This is an optimization exercise on Yosys and OpenROAD, whose aim is small area, a short achievable clock period and few clock cycles, not a production implementation. The RTL was checked by simulation tests, not by an equivalence proof against the original design. Power is estimated from default activity; no workload was simulated.

==> inputs of 06-08 <==
==> flow/design.v <==
`default_nettype none
package sd_dma_pkg;
	localparam int DMA_ADDR_W  = 21;                    
	localparam int BLOCK_BYTES = 512;                   
	localparam int FIFO_AW     = $clog2(BLOCK_BYTES);   
	typedef logic [7:0]            byte_t;       
	typedef logic [DMA_ADDR_W-1:0] dma_addr_t;   
	typedef logic [FIFO_AW:0]      fifo_ptr_t;   
	typedef logic [1:0]            regsel_t;     
	localparam regsel_t REG_HAD = 2'd0;   
	localparam regsel_t REG_MAD = 2'd1;   
	localparam regsel_t REG_LAD = 2'd2;   
	localparam regsel_t REG_CST = 2'd3;   
	localparam int CST_RUN_BIT = 7;   
	localparam int CST_SNR_BIT = 0;   
	typedef enum logic [2:0] {
		SD_IDLE,
		SD_READ_WAIT,    
		SD_READ_STB,     
		SD_WRITE_WAIT,   
		SD_WRITE_STB     
	} sd_state_t;
	typedef enum logic [2:0] {
		DMA_IDLE,
		DMA_PUT_WAIT,   
		DMA_PUT_RUN,    
		DMA_GET_WAIT,   
		DMA_GET_RUN     
	} dma_state_t;
	typedef struct packed {
		logic go;    
		logic snr;   
	} xfer_ctrl_t;
	typedef struct packed {
		logic wdone;   
		logic rdone;   
		logic empty;   
	} fifo_stat_t;
endpackage
`default_nettype wire
`timescale 1ns/1ps
`default_nettype none
module fifo512_oneshot
(
	input  logic       clk,
	input  logic       rst_n,
	input  logic       init,       
	input  logic       wr,         
	input  logic [7:0] wd,
	input  logic       rd,         
	output logic [9:0] wptr,       
	output logic [9:0] rptr,       
	output logic       nonempty,   
	output logic       nonempty_n,
	output logic [7:0] rdata       
);
	localparam int NL = 8;    
	localparam int NS = 62;   
	logic [7:0] ring [NL][NS];
	logic [7:0] wst  [NL];    
	logic [7:0] hd   [NL];    
	logic [NL-1:0] hv;        
	logic [9:0] occ;          
	logic [5:0] dw;           
	logic [5:0] dr;           
	logic [NL-1:0] part;      
	logic       ge8;          
	logic       ge16;         
	logic [NL-1:0] wl;        
	logic [NL-1:0] rl;        
	logic       r0;           
	logic       r7;           
	always_comb
	begin
		for (int l = 0; l < NL; l++)
		begin
			wl[l] = (wptr[2:0] == 3'(l));
			rl[l] = (rptr[2:0] == 3'(l));
		end
	end
	assign r0 = (occ[2:0] == 3'd0);
	assign r7 = (occ[2:0] == 3'd7);
	logic [9:0]    occ_n;
	logic [NL-1:0] part_n;
	logic          ge8_n;
	logic          ge16_n;
	always_comb
	begin
		case ({wr, rd})
		2'b10:
		begin
			nonempty_n = 1'b1;
			occ_n      = occ + 1'b1;
			part_n     = r7 ? '0 : (part | wl);
			ge8_n      = ge8  || (occ == 10'd7);
			ge16_n     = ge16 || (occ == 10'd15);
		end
		2'b01:
		begin
			nonempty_n = (occ != 10'd1);
			occ_n      = occ - 1'b1;
			part_n     = r0 ? ~rl : (part & ~rl);
			ge8_n      = ge8  && (occ != 10'd8);
			ge16_n     = ge16 && (occ != 10'd16);
		end
		2'b11:
		begin
			nonempty_n = nonempty;
			occ_n      = occ;
			part_n     = r0 ? part : ((part & ~rl) | wl);
			ge8_n      = ge8;
			ge16_n     = ge16;
		end
		default:
		begin
			nonempty_n = nonempty;
			occ_n      = occ;
			part_n     = part;
			ge8_n      = ge8;
			ge16_n     = ge16;
		end
		endcase
	end
	always_ff @(posedge clk)
	begin
		if (init)
		begin
			wptr     <= '0;
			rptr     <= '0;
			occ      <= '0;
			nonempty <= 1'b0;
			part     <= '0;
			ge8      <= 1'b0;
			ge16     <= 1'b0;
			dw       <= '0;
			dr       <= '0;
		end
		else
		begin
			if (wr)
				wptr <= wptr + 1'b1;
			if (rd)
				rptr <= rptr + 1'b1;
			occ      <= occ_n;
			nonempty <= nonempty_n;
			part     <= part_n;
			ge8      <= ge8_n;
			ge16     <= ge16_n;
			if (!(wr && wl[NL-1]))
				dw <= (dw == 6'(NS-1)) ? '0 : dw + 1'b1;
			if (!(rd && rl[NL-1]))
				dr <= (dr == 6'(NS-1)) ? '0 : dr + 1'b1;
		end
	end
	logic [3:0] inj_a;
	logic [3:0] inj_b;
	assign inj_a = {dw == 6'd48, dw == 6'd32, dw == 6'd16, dw == 6'd0};
	assign inj_b = {dw == 6'd47, dw == 6'd31, dw == 6'd15, dw == 6'd61};
	logic wlast;   
	assign wlast = (wptr[8:3] == 6'd63);
	logic [4:0] tap_a;
	logic [4:0] tap_b;
	assign tap_a = {dr == 6'd12, dr == 6'd24, dr == 6'd36, dr == 6'd49, dr == 6'd0};
	assign tap_b = {dr == 6'd13, dr == 6'd25, dr == 6'd37, dr == 6'd50, dr == 6'd1};
	genvar i;
	generate
	for (i = 0; i < NL; i++)
	begin : g_lane
		logic ger;       
		logic ltw;       
		logic arrived;   
		logic inring;    
		logic take_w, take_s;
		logic [4:0] take_t;
		logic [3:0] inj;
		assign ger     = (3'(i) >= rptr[2:0]);
		assign ltw     = (3'(i) <  wptr[2:0]);
		assign arrived = ge8 || part[i];
		assign inring  = ge16 || (ge8 && part[i]);
		assign inj = ltw ? (wlast ? 4'b0000 : inj_a) : (wptr[9] ? 4'b0000 : inj_b);
		assign take_w  = wr && wl[i] && !ge8;           
		assign take_s  = arrived && !inring;            
		assign take_t  = {5{inring}} & (ger ? tap_a : tap_b);
		always_ff @(posedge clk)
		begin
			if (wr && wl[i])
				wst[i] <= wd;
			for (int s = 0; s < NS; s++)
			begin
				if ((s % 16) == 0)
					ring[i][s] <= inj[s/16] ? wst[i] : ring[i][(s+NS-1) % NS];
				else
					ring[i][s] <= ring[i][s-1];
			end
			if (!hv[i])
			begin
				if (take_w)
					hd[i] <= wd;
				else if (take_s)
					hd[i] <= wst[i];
				else if (take_t[0])
					hd[i] <= ring[i][61];
				else if (take_t[1])
					hd[i] <= ring[i][48];
				else if (take_t[2])
					hd[i] <= ring[i][35];
				else if (take_t[3])
					hd[i] <= ring[i][23];
				else if (take_t[4])
					hd[i] <= ring[i][11];
			end
		end
		always_ff @(posedge clk)
		begin
			if (init || (rd && rl[i]))
				hv[i] <= 1'b0;
			else if (!hv[i] && (take_w || take_s || (take_t != '0)))
				hv[i] <= 1'b1;
		end
	end
	endgenerate
	assign rdata = hd[rptr[2:0]];
endmodule
`default_nettype wire
`timescale 1ns/1ps
`default_nettype none
module sd_dma_top
(
	input  logic      clk,
	input  logic      rst_n,
	output logic      sd_start,
	input  logic      sd_rdy,
	input  sd_dma_pkg::byte_t     sd_receiveddata,
	output sd_dma_pkg::byte_t     sd_datatosend,
	output logic      sd_override,       
	input  sd_dma_pkg::byte_t     din,
	output sd_dma_pkg::byte_t     dout,
	input  logic      module_select,
	input  logic      write_strobe,
	input  sd_dma_pkg::regsel_t   regsel,
	output sd_dma_pkg::dma_addr_t dma_addr,
	output sd_dma_pkg::byte_t     dma_wd,
	input  sd_dma_pkg::byte_t     dma_rd,
	output logic      dma_rnw,
	output logic      dma_req,
	input  logic      dma_ack,
	input  logic      dma_end
);
	logic       cst_run;     
	logic       cst_snr;     
	logic       sd_en;       
	logic       req_r;       
	logic       pend;        
	logic       nonempty;    
	logic       nonempty_n;
	logic [9:0] wptr;        
	logic [9:0] rptr;        
	sd_dma_pkg::byte_t outreg;   
	logic       port_wr;
	logic       cst_wr;
	logic       start;
	logic       wr;          
	logic       rd;          
	sd_dma_pkg::byte_t wdata;
	sd_dma_pkg::byte_t mem_rd;
	logic       last_rd;
	logic       wfull_n;     
	logic       pend_n;
	logic       run_n;
	assign port_wr = module_select && write_strobe;
	assign cst_wr  = port_wr && (regsel == sd_dma_pkg::REG_CST);
	assign start   = cst_wr && din[sd_dma_pkg::CST_RUN_BIT];
	assign sd_start = sd_rdy && sd_en && (!cst_snr || nonempty || (dma_end && pend));
	assign wr    = cst_snr ? (dma_end && pend) : sd_start;
	assign rd    = cst_snr ? sd_start : (dma_ack && req_r);
	assign wdata = cst_snr ? dma_rd : sd_receiveddata;
	assign last_rd = rd && (rptr[8:0] == 9'd511);
	assign wfull_n    = wptr[9] || (wr && (wptr[8:0] == 9'd511));
	assign pend_n = cst_snr && (pend ? !dma_end : (dma_ack && req_r));
	assign run_n  = cst_run && !last_rd;
	always_ff @(posedge clk or negedge rst_n)
	begin
		if (!rst_n)
		begin
			cst_run  <= 1'b0;
			cst_snr  <= 1'b0;
			sd_en    <= 1'b0;
			req_r    <= 1'b0;
			pend     <= 1'b0;
		end
		else if (start)
		begin
			cst_run  <= 1'b1;
			cst_snr  <= din[sd_dma_pkg::CST_SNR_BIT];
			sd_en    <= 1'b1;
			req_r    <= din[sd_dma_pkg::CST_SNR_BIT];   
			pend     <= 1'b0;
		end
		else
		begin
			if (cst_wr)
			begin
				cst_run <= 1'b0;
				cst_snr <= din[sd_dma_pkg::CST_SNR_BIT];
			end
			else
				cst_run <= run_n;
			if (sd_start && ((cst_snr ? rptr[8:0] : wptr[8:0]) == 9'd511))
				sd_en <= 1'b0;
			pend     <= pend_n;
			if (cst_snr)
				req_r <= run_n && !pend_n && !wfull_n;
			else
				req_r <= run_n && nonempty_n;
		end
	end
	fifo512_oneshot u_fifo (
		.clk        (clk),
		.rst_n      (rst_n),
		.init       (start),
		.wr         (wr),
		.wd         (wdata),
		.rd         (rd),
		.wptr       (wptr),
		.rptr       (rptr),
		.nonempty   (nonempty),
		.nonempty_n (nonempty_n),
		.rdata      (mem_rd)
	);
	always_ff @(posedge clk)
	begin
		if (wr && !nonempty)
			outreg <= wdata;
		else
			outreg <= mem_rd;
	end
	assign dma_wd        = outreg;
	assign sd_datatosend = !cst_snr ? 8'hff : (nonempty ? outreg : dma_rd);
	assign sd_override   = cst_run;
	assign dma_req       = req_r;
	assign dma_rnw       = cst_snr;
	always_ff @(posedge clk or negedge rst_n)
	begin
		if (!rst_n)
			dma_addr <= '0;
		else if (dma_ack && cst_run)
			dma_addr <= dma_addr + 1'b1;
		else if (port_wr && (regsel == sd_dma_pkg::REG_HAD))
			dma_addr[20:16] <= din[4:0];
		else if (port_wr && (regsel == sd_dma_pkg::REG_MAD))
			dma_addr[15:8] <= din;
		else if (port_wr && (regsel == sd_dma_pkg::REG_LAD))
			dma_addr[7:0] <= din;
	end
	sd_dma_pkg::dma_addr_t rb_addr;
	logic                  rb_run;
	logic                  rb_snr;
	always_ff @(posedge clk or negedge rst_n)
	begin
		if (!rst_n)
			rb_addr <= '0;
		else if (dma_ack && cst_run)
			rb_addr <= rb_addr + 1'b1;
		else if (port_wr && (regsel == sd_dma_pkg::REG_HAD))
			rb_addr[20:16] <= din[4:0];
		else if (port_wr && (regsel == sd_dma_pkg::REG_MAD))
			rb_addr[15:8] <= din;
		else if (port_wr && (regsel == sd_dma_pkg::REG_LAD))
			rb_addr[7:0] <= din;
	end
	always_ff @(posedge clk or negedge rst_n)
	begin
		if (!rst_n)
		begin
			rb_run <= 1'b0;
			rb_snr <= 1'b0;
		end
		else
		begin
			if (start)
				rb_run <= 1'b1;
			else if (cst_wr)
				rb_run <= 1'b0;
			else if (last_rd)
				rb_run <= 1'b0;
			if (cst_wr)
				rb_snr <= din[sd_dma_pkg::CST_SNR_BIT];
		end
	end
	always_comb
	begin
		case (regsel)
		sd_dma_pkg::REG_HAD: dout = {3'b000, rb_addr[20:16]};
		sd_dma_pkg::REG_MAD: dout = rb_addr[15:8];
		sd_dma_pkg::REG_LAD: dout = rb_addr[7:0];
		default:             dout = {rb_run, 6'b000000, rb_snr};
		endcase
	end
endmodule
`default_nettype wire
==> flow/run.sh <==
#!/bin/bash
# synth_recipe.tcl (not shown) runs the flow's synth.tcl, then flattens the netlist and writes it again
# the make line also repeats each setting of config.mk as NAME=value (left out here)
make -C /OpenROAD-flow-scripts/flow DESIGN_CONFIG=/design/flow/config.mk WORK_HOME=/design/flow/orfs CLKGATE_MAP_FILE= SYNTH_SCRIPT=/design/flow/synth_recipe.tcl finish
==> flow/config.mk <==
export PLATFORM = sky130hd
export DESIGN_NAME = sd_dma_top
export DESIGN_NICKNAME = sd_dma_top
export VERILOG_FILES = /design/flow/design.v
export SDC_FILE = /design/flow/constraint.sdc
export NUM_CORES = 4
export LEC_CHECK = 0
export ABC_AREA = 1
export CAP_MARGIN = 20
export CORE_MARGIN = 2
export CORE_UTILIZATION = 40
export CTS_CLUSTER_DIAMETER = 100
export CTS_CLUSTER_SIZE = 28
export SETUP_SLACK_MARGIN = 4.4
export SLEW_MARGIN = 20
==> flow/constraint.sdc <==
create_clock -name core_clock -period 8.0 [get_ports {clk}]
set_input_delay 1.6000 -clock core_clock [delete_from_list [all_inputs] [get_ports {clk}]]
set_output_delay 1.6000 -clock core_clock [all_outputs]
set_load 0.01 [all_outputs]
==> 07-20: changes against 06-08 <==
==> flow/design.v (replaced) <==
`default_nettype none
package sd_dma_pkg;
	localparam int DMA_ADDR_W  = 21;                    
	localparam int BLOCK_BYTES = 512;                   
	localparam int FIFO_AW     = $clog2(BLOCK_BYTES);   
	typedef logic [7:0]            byte_t;       
	typedef logic [DMA_ADDR_W-1:0] dma_addr_t;   
	typedef logic [FIFO_AW:0]      fifo_ptr_t;   
	typedef logic [1:0]            regsel_t;     
	localparam regsel_t REG_HAD = 2'd0;   
	localparam regsel_t REG_MAD = 2'd1;   
	localparam regsel_t REG_LAD = 2'd2;   
	localparam regsel_t REG_CST = 2'd3;   
	localparam int CST_RUN_BIT = 7;   
	localparam int CST_SNR_BIT = 0;   
	typedef enum logic [2:0] {
		SD_IDLE,
		SD_READ_WAIT,    
		SD_READ_STB,     
		SD_WRITE_WAIT,   
		SD_WRITE_STB     
	} sd_state_t;
	typedef enum logic [2:0] {
		DMA_IDLE,
		DMA_PUT_WAIT,   
		DMA_PUT_RUN,    
		DMA_GET_WAIT,   
		DMA_GET_RUN     
	} dma_state_t;
	typedef struct packed {
		logic go;    
		logic snr;   
	} xfer_ctrl_t;
	typedef struct packed {
		logic wdone;   
		logic rdone;   
		logic empty;   
	} fifo_stat_t;
endpackage
`default_nettype wire
`timescale 1ns/1ps
`default_nettype none
module fifo512_oneshot
(
	input  logic       clk,
	input  logic       we,
	input  logic [8:0] waddr,
	input  logic [7:0] wd,
	input  logic [8:0] raddr,
	output logic [7:0] rd
);
	logic [7:0] mem [512];
	always_ff @(posedge clk)
	begin
		if (we)
			mem[waddr] <= wd;
	end
	assign rd = mem[raddr];
endmodule
`default_nettype wire
`timescale 1ns/1ps
`default_nettype none
module sd_dma_top
(
	input  logic      clk,
	input  logic      rst_n,
	output logic      sd_start,
	input  logic      sd_rdy,
	input  sd_dma_pkg::byte_t     sd_receiveddata,
	output sd_dma_pkg::byte_t     sd_datatosend,
	output logic      sd_override,       
	input  sd_dma_pkg::byte_t     din,
	output sd_dma_pkg::byte_t     dout,
	input  logic      module_select,
	input  logic      write_strobe,
	input  sd_dma_pkg::regsel_t   regsel,
	output sd_dma_pkg::dma_addr_t dma_addr,
	output sd_dma_pkg::byte_t     dma_wd,
	input  sd_dma_pkg::byte_t     dma_rd,
	output logic      dma_rnw,
	output logic      dma_req,
	input  logic      dma_ack,
	input  logic      dma_end
);
	logic       cst_run;     
	logic       cst_snr;     
	logic       sd_en;       
	logic       req_r;       
	logic       pend;        
	logic       nonempty;    
	logic [9:0] wptr;        
	logic [9:0] rptr;        
	sd_dma_pkg::byte_t outreg;   
	logic       port_wr;
	logic       cst_wr;
	logic       start;
	logic       wr;          
	logic       rd;          
	sd_dma_pkg::byte_t wdata;
	sd_dma_pkg::byte_t mem_rd;
	logic       last_rd;
	logic [9:0] wptr_n;
	logic [9:0] rptr_n;
	logic       pend_n;
	logic       run_n;
	assign port_wr = module_select && write_strobe;
	assign cst_wr  = port_wr && (regsel == sd_dma_pkg::REG_CST);
	assign start   = cst_wr && din[sd_dma_pkg::CST_RUN_BIT];
	assign sd_start = sd_rdy && sd_en && (!cst_snr || nonempty || (dma_end && pend));
	assign wr    = cst_snr ? (dma_end && pend) : sd_start;
	assign rd    = cst_snr ? sd_start : (dma_ack && req_r);
	assign wdata = cst_snr ? dma_rd : sd_receiveddata;
	assign last_rd = rd && (rptr[8:0] == 9'd511);
	assign wptr_n = wptr + wr;
	assign rptr_n = rptr + rd;
	assign pend_n = cst_snr && (pend ? !dma_end : (dma_ack && req_r));
	assign run_n  = cst_run && !last_rd;
	always_ff @(posedge clk or negedge rst_n)
	begin
		if (!rst_n)
		begin
			cst_run  <= 1'b0;
			cst_snr  <= 1'b0;
			sd_en    <= 1'b0;
			req_r    <= 1'b0;
			pend     <= 1'b0;
			nonempty <= 1'b0;
			wptr     <= '0;
			rptr     <= '0;
		end
		else if (start)
		begin
			cst_run  <= 1'b1;
			cst_snr  <= din[sd_dma_pkg::CST_SNR_BIT];
			sd_en    <= 1'b1;
			req_r    <= din[sd_dma_pkg::CST_SNR_BIT];   
			pend     <= 1'b0;
			nonempty <= 1'b0;
			wptr     <= '0;
			rptr     <= '0;
		end
		else
		begin
			if (cst_wr)
			begin
				cst_run <= 1'b0;
				cst_snr <= din[sd_dma_pkg::CST_SNR_BIT];
			end
			else
				cst_run <= run_n;
			if (sd_start && ((cst_snr ? rptr[8:0] : wptr[8:0]) == 9'd511))
				sd_en <= 1'b0;
			wptr     <= wptr_n;
			rptr     <= rptr_n;
			pend     <= pend_n;
			nonempty <= (wptr_n != rptr_n);
			if (cst_snr)
				req_r <= run_n && !pend_n && !wptr_n[9];
			else
				req_r <= run_n && (wptr_n != rptr_n);
		end
	end
	fifo512_oneshot u_fifo (
		.clk   (clk),
		.we    (wr),
		.waddr (wptr[8:0]),
		.wd    (wdata),
		.raddr (rptr[8:0]),
		.rd    (mem_rd)
	);
	always_ff @(posedge clk)
	begin
		if (wr && !nonempty)
			outreg <= wdata;
		else
			outreg <= mem_rd;
	end
	assign dma_wd        = outreg;
	assign sd_datatosend = !cst_snr ? 8'hff : (nonempty ? outreg : dma_rd);
	assign sd_override   = cst_run;
	assign dma_req       = req_r;
	assign dma_rnw       = cst_snr;
	always_ff @(posedge clk or negedge rst_n)
	begin
		if (!rst_n)
			dma_addr <= '0;
		else if (dma_ack && cst_run)
			dma_addr <= dma_addr + 1'b1;
		else if (port_wr && (regsel == sd_dma_pkg::REG_HAD))
			dma_addr[20:16] <= din[4:0];
		else if (port_wr && (regsel == sd_dma_pkg::REG_MAD))
			dma_addr[15:8] <= din;
		else if (port_wr && (regsel == sd_dma_pkg::REG_LAD))
			dma_addr[7:0] <= din;
	end
	always_comb
	begin
		case (regsel)
		sd_dma_pkg::REG_HAD: dout = {3'b000, dma_addr[20:16]};
		sd_dma_pkg::REG_MAD: dout = dma_addr[15:8];
		sd_dma_pkg::REG_LAD: dout = dma_addr[7:0];
		default:             dout = {cst_run, 6'b000000, cst_snr};
		endcase
	end
endmodule
`default_nettype wire
Settings changed: ABC_AREA 1 to not set, CTS_CLUSTER_DIAMETER 100 to not set, CTS_CLUSTER_SIZE 28 to not set, SETUP_SLACK_MARGIN 4.4 to 0.3.
==> 08-10: changes against 06-08 <==
--- a/flow/design.v
+++ b/flow/design.v
@@ -60,5 +60,4 @@
 	logic [7:0] wst  [NL];    
 	logic [7:0] hd   [NL];    
-	logic [NL-1:0] hv;        
 	logic [9:0] occ;          
 	logic [5:0] dw;           
@@ -159,4 +158,6 @@
 	logic wlast;   
 	assign wlast = (wptr[8:3] == 6'd63);
+	logic rfirst;   
+	assign rfirst = (rptr[9:3] == 7'd0);
 	logic [4:0] tap_a;
 	logic [4:0] tap_b;
@@ -181,5 +182,5 @@
 		assign take_w  = wr && wl[i] && !ge8;           
 		assign take_s  = arrived && !inring;            
-		assign take_t  = {5{inring}} & (ger ? tap_a : tap_b);
+		assign take_t  = {5{inring && !(rfirst && ger)}} & (ger ? tap_a : tap_b);   
 		always_ff @(posedge clk)
 		begin
@@ -193,28 +194,18 @@
 					ring[i][s] <= ring[i][s-1];
 			end
-			if (!hv[i])
-			begin
-				if (take_w)
-					hd[i] <= wd;
-				else if (take_s)
-					hd[i] <= wst[i];
-				else if (take_t[0])
-					hd[i] <= ring[i][61];
-				else if (take_t[1])
-					hd[i] <= ring[i][48];
-				else if (take_t[2])
-					hd[i] <= ring[i][35];
-				else if (take_t[3])
-					hd[i] <= ring[i][23];
-				else if (take_t[4])
-					hd[i] <= ring[i][11];
-			end
-		end
-		always_ff @(posedge clk)
-		begin
-			if (init || (rd && rl[i]))
-				hv[i] <= 1'b0;
-			else if (!hv[i] && (take_w || take_s || (take_t != '0)))
-				hv[i] <= 1'b1;
+			if (take_w)
+				hd[i] <= wd;
+			else if (take_s)
+				hd[i] <= wst[i];
+			else if (take_t[0])
+				hd[i] <= ring[i][61];
+			else if (take_t[1])
+				hd[i] <= ring[i][48];
+			else if (take_t[2])
+				hd[i] <= ring[i][35];
+			else if (take_t[3])
+				hd[i] <= ring[i][23];
+			else if (take_t[4])
+				hd[i] <= ring[i][11];
 		end
 	end
@@ -353,46 +344,11 @@
 			dma_addr[7:0] <= din;
 	end
-	sd_dma_pkg::dma_addr_t rb_addr;
-	logic                  rb_run;
-	logic                  rb_snr;
-	always_ff @(posedge clk or negedge rst_n)
-	begin
-		if (!rst_n)
-			rb_addr <= '0;
-		else if (dma_ack && cst_run)
-			rb_addr <= rb_addr + 1'b1;
-		else if (port_wr && (regsel == sd_dma_pkg::REG_HAD))
-			rb_addr[20:16] <= din[4:0];
-		else if (port_wr && (regsel == sd_dma_pkg::REG_MAD))
-			rb_addr[15:8] <= din;
-		else if (port_wr && (regsel == sd_dma_pkg::REG_LAD))
-			rb_addr[7:0] <= din;
-	end
-	always_ff @(posedge clk or negedge rst_n)
-	begin
-		if (!rst_n)
-		begin
-			rb_run <= 1'b0;
-			rb_snr <= 1'b0;
-		end
-		else
-		begin
-			if (start)
-				rb_run <= 1'b1;
-			else if (cst_wr)
-				rb_run <= 1'b0;
-			else if (last_rd)
-				rb_run <= 1'b0;
-			if (cst_wr)
-				rb_snr <= din[sd_dma_pkg::CST_SNR_BIT];
-		end
-	end
 	always_comb
 	begin
 		case (regsel)
-		sd_dma_pkg::REG_HAD: dout = {3'b000, rb_addr[20:16]};
-		sd_dma_pkg::REG_MAD: dout = rb_addr[15:8];
-		sd_dma_pkg::REG_LAD: dout = rb_addr[7:0];
-		default:             dout = {rb_run, 6'b000000, rb_snr};
+		sd_dma_pkg::REG_HAD: dout = {3'b000, dma_addr[20:16]};
+		sd_dma_pkg::REG_MAD: dout = dma_addr[15:8];
+		sd_dma_pkg::REG_LAD: dout = dma_addr[7:0];
+		default:             dout = {cst_run, 6'b000000, cst_snr};
 		endcase
 	end
==> 06-28: changes against 06-08 <==
--- a/flow/design.v
+++ b/flow/design.v
@@ -353,46 +353,11 @@
 			dma_addr[7:0] <= din;
 	end
-	sd_dma_pkg::dma_addr_t rb_addr;
-	logic                  rb_run;
-	logic                  rb_snr;
-	always_ff @(posedge clk or negedge rst_n)
-	begin
-		if (!rst_n)
-			rb_addr <= '0;
-		else if (dma_ack && cst_run)
-			rb_addr <= rb_addr + 1'b1;
-		else if (port_wr && (regsel == sd_dma_pkg::REG_HAD))
-			rb_addr[20:16] <= din[4:0];
-		else if (port_wr && (regsel == sd_dma_pkg::REG_MAD))
-			rb_addr[15:8] <= din;
-		else if (port_wr && (regsel == sd_dma_pkg::REG_LAD))
-			rb_addr[7:0] <= din;
-	end
-	always_ff @(posedge clk or negedge rst_n)
-	begin
-		if (!rst_n)
-		begin
-			rb_run <= 1'b0;
-			rb_snr <= 1'b0;
-		end
-		else
-		begin
-			if (start)
-				rb_run <= 1'b1;
-			else if (cst_wr)
-				rb_run <= 1'b0;
-			else if (last_rd)
-				rb_run <= 1'b0;
-			if (cst_wr)
-				rb_snr <= din[sd_dma_pkg::CST_SNR_BIT];
-		end
-	end
 	always_comb
 	begin
 		case (regsel)
-		sd_dma_pkg::REG_HAD: dout = {3'b000, rb_addr[20:16]};
-		sd_dma_pkg::REG_MAD: dout = rb_addr[15:8];
-		sd_dma_pkg::REG_LAD: dout = rb_addr[7:0];
-		default:             dout = {rb_run, 6'b000000, rb_snr};
+		sd_dma_pkg::REG_HAD: dout = {3'b000, dma_addr[20:16]};
+		sd_dma_pkg::REG_MAD: dout = dma_addr[15:8];
+		sd_dma_pkg::REG_LAD: dout = dma_addr[7:0];
+		default:             dout = {cst_run, 6'b000000, cst_snr};
 		endcase
 	end
==> comparison table <==
Area used by multi-input combinational logic: 06-28 0.0110 mm^2; 08-10 0.0109 mm^2; 07-20 0.0353 mm^2; 06-08 0.0118 mm^2
Detailed-route wire length: 06-28 175000 um; 08-10 174000 um; 07-20 430000 um; 06-08 177000 um
Sequential standard cell area: 06-28 0.0853 mm^2; 08-10 0.0852 mm^2; 07-20 0.124 mm^2; 06-08 0.0859 mm^2
Global-route track usage on met2: 06-28 20.7%; 08-10 20.6%; 07-20 32.1%; 06-08 21.3%
Total of fill cells in the finished design: 06-28 21707; 08-10 21651; 07-20 34107; 06-08 22042
Power density over cell area: 06-28 414 mW/mm^2; 08-10 417 mW/mm^2; 07-20 327 mW/mm^2; 06-08 418 mW/mm^2
Non-Clock Inverter Count: 06-28 406; 08-10 405; 07-20 11; 06-08 438
Run status: 06-28 timing/DRC/antenna clean; 08-10 timing/DRC/antenna clean; 07-20 timing/DRC/antenna clean; 06-08 timing/DRC/antenna clean
Number of flip-flops and latches: 06-28 4190; 08-10 4183; 07-20 4151; 06-08 4213
Sequential group power: 06-28 29900 uW; 08-10 30400 uW; 07-20 25100 uW; 06-08 29900 uW
Max-slew headroom at the worst pin: 06-28 30.6%; 08-10 22.4%; 07-20 21.1%; 06-08 24.0%
Warnings from Yosys: 06-28 5; 08-10 5; 07-20 2; 06-08 5
Share of the synthesized netlist area taken by xor and xnor gates: 06-28 0.0984%; 08-10 0.125%; 07-20 0.148%; 06-08 0.185%
Final weighted congestion of routability-driven global placement: 06-28 0.859; 08-10 0.907; 07-20 0.877; 06-08 0.900
CLK BUF: 06-28 195; 08-10 199; 07-20 493; 06-08 200
Placed Area: 06-28 0.103 mm^2; 08-10 0.102 mm^2; 07-20 0.169 mm^2; 06-08 0.104 mm^2
Die extent in x: 06-28 499 um; 08-10 498 um; 07-20 642 um; 06-08 503 um
Number of multi-input combinational cells: 06-28 2269; 08-10 2301; 07-20 3700; 06-08 2381
Count of unique library cells instantiated by Yosys: 06-28 55; 08-10 49; 07-20 66; 06-08 55
WL met3: 06-28 8230 um; 08-10 7950 um; 07-20 34400 um; 06-08 7850 um
Post-Syn Area: 06-28 0.0979 mm^2; 08-10 0.0977 mm^2; 07-20 0.163 mm^2; 06-08 0.0996 mm^2
Category of the critical setup timing path: 06-28 in2out; 08-10 in2out; 07-20 reg2reg; 06-08 in2out
Number of signal-net buffers in the layout: 06-28 138; 08-10 145; 07-20 230; 06-08 130
Testbench counts of 06-08, summed over its fixed seeds: cycles 136,338.
Testbench counts of 07-20, summed over its fixed seeds: cycles 136,338.
Testbench counts of 08-10, summed over its fixed seeds: cycles 136,338.
Testbench counts of 06-28, summed over its fixed seeds: cycles 136,338.

[afterwards: timing with drivers on the ports]
In the flow no input, the clock included, has a driving cell. The finished layouts below were timed again as built, in two steps.
Step 1 assumes that a clkbuf_16 drives the clock port and a buf_2 every other input.
Step 2 also shifts input and output timing later by t, the mid clock arrival at the registers, as if the neighbouring blocks saw the same clock.
Three values: ideal, step 1, step 2; two values: the first two.
run | t, ns | slack for setup (ns) | clock arrival spread, ns | worst register clock-pin slew, ns | pins driven straight from the clock port
06-08 | 0.917 | 4.038 / 3.970 / 3.486 | 0.056 / 0.057 | 0.11 / 0.11 | 1
07-20 | 1.058 | 2.874 / 2.874 / 2.258 | 0.048 / 0.049 | 0.07 / 0.07 | 1
08-10 | 0.931 | 3.781 / 3.725 / 3.691 | 0.076 / 0.076 | 0.12 / 0.12 | 1
06-28 | 0.912 | 3.963 / 3.814 / 3.636 | 0.057 / 0.057 | 0.11 / 0.11 | 1
After both steps setup and hold are still met in every run listed. For 07-20, which loses most, drivers alone change the setup slack by 0.000 ns; drivers and shift together by -0.616 ns.
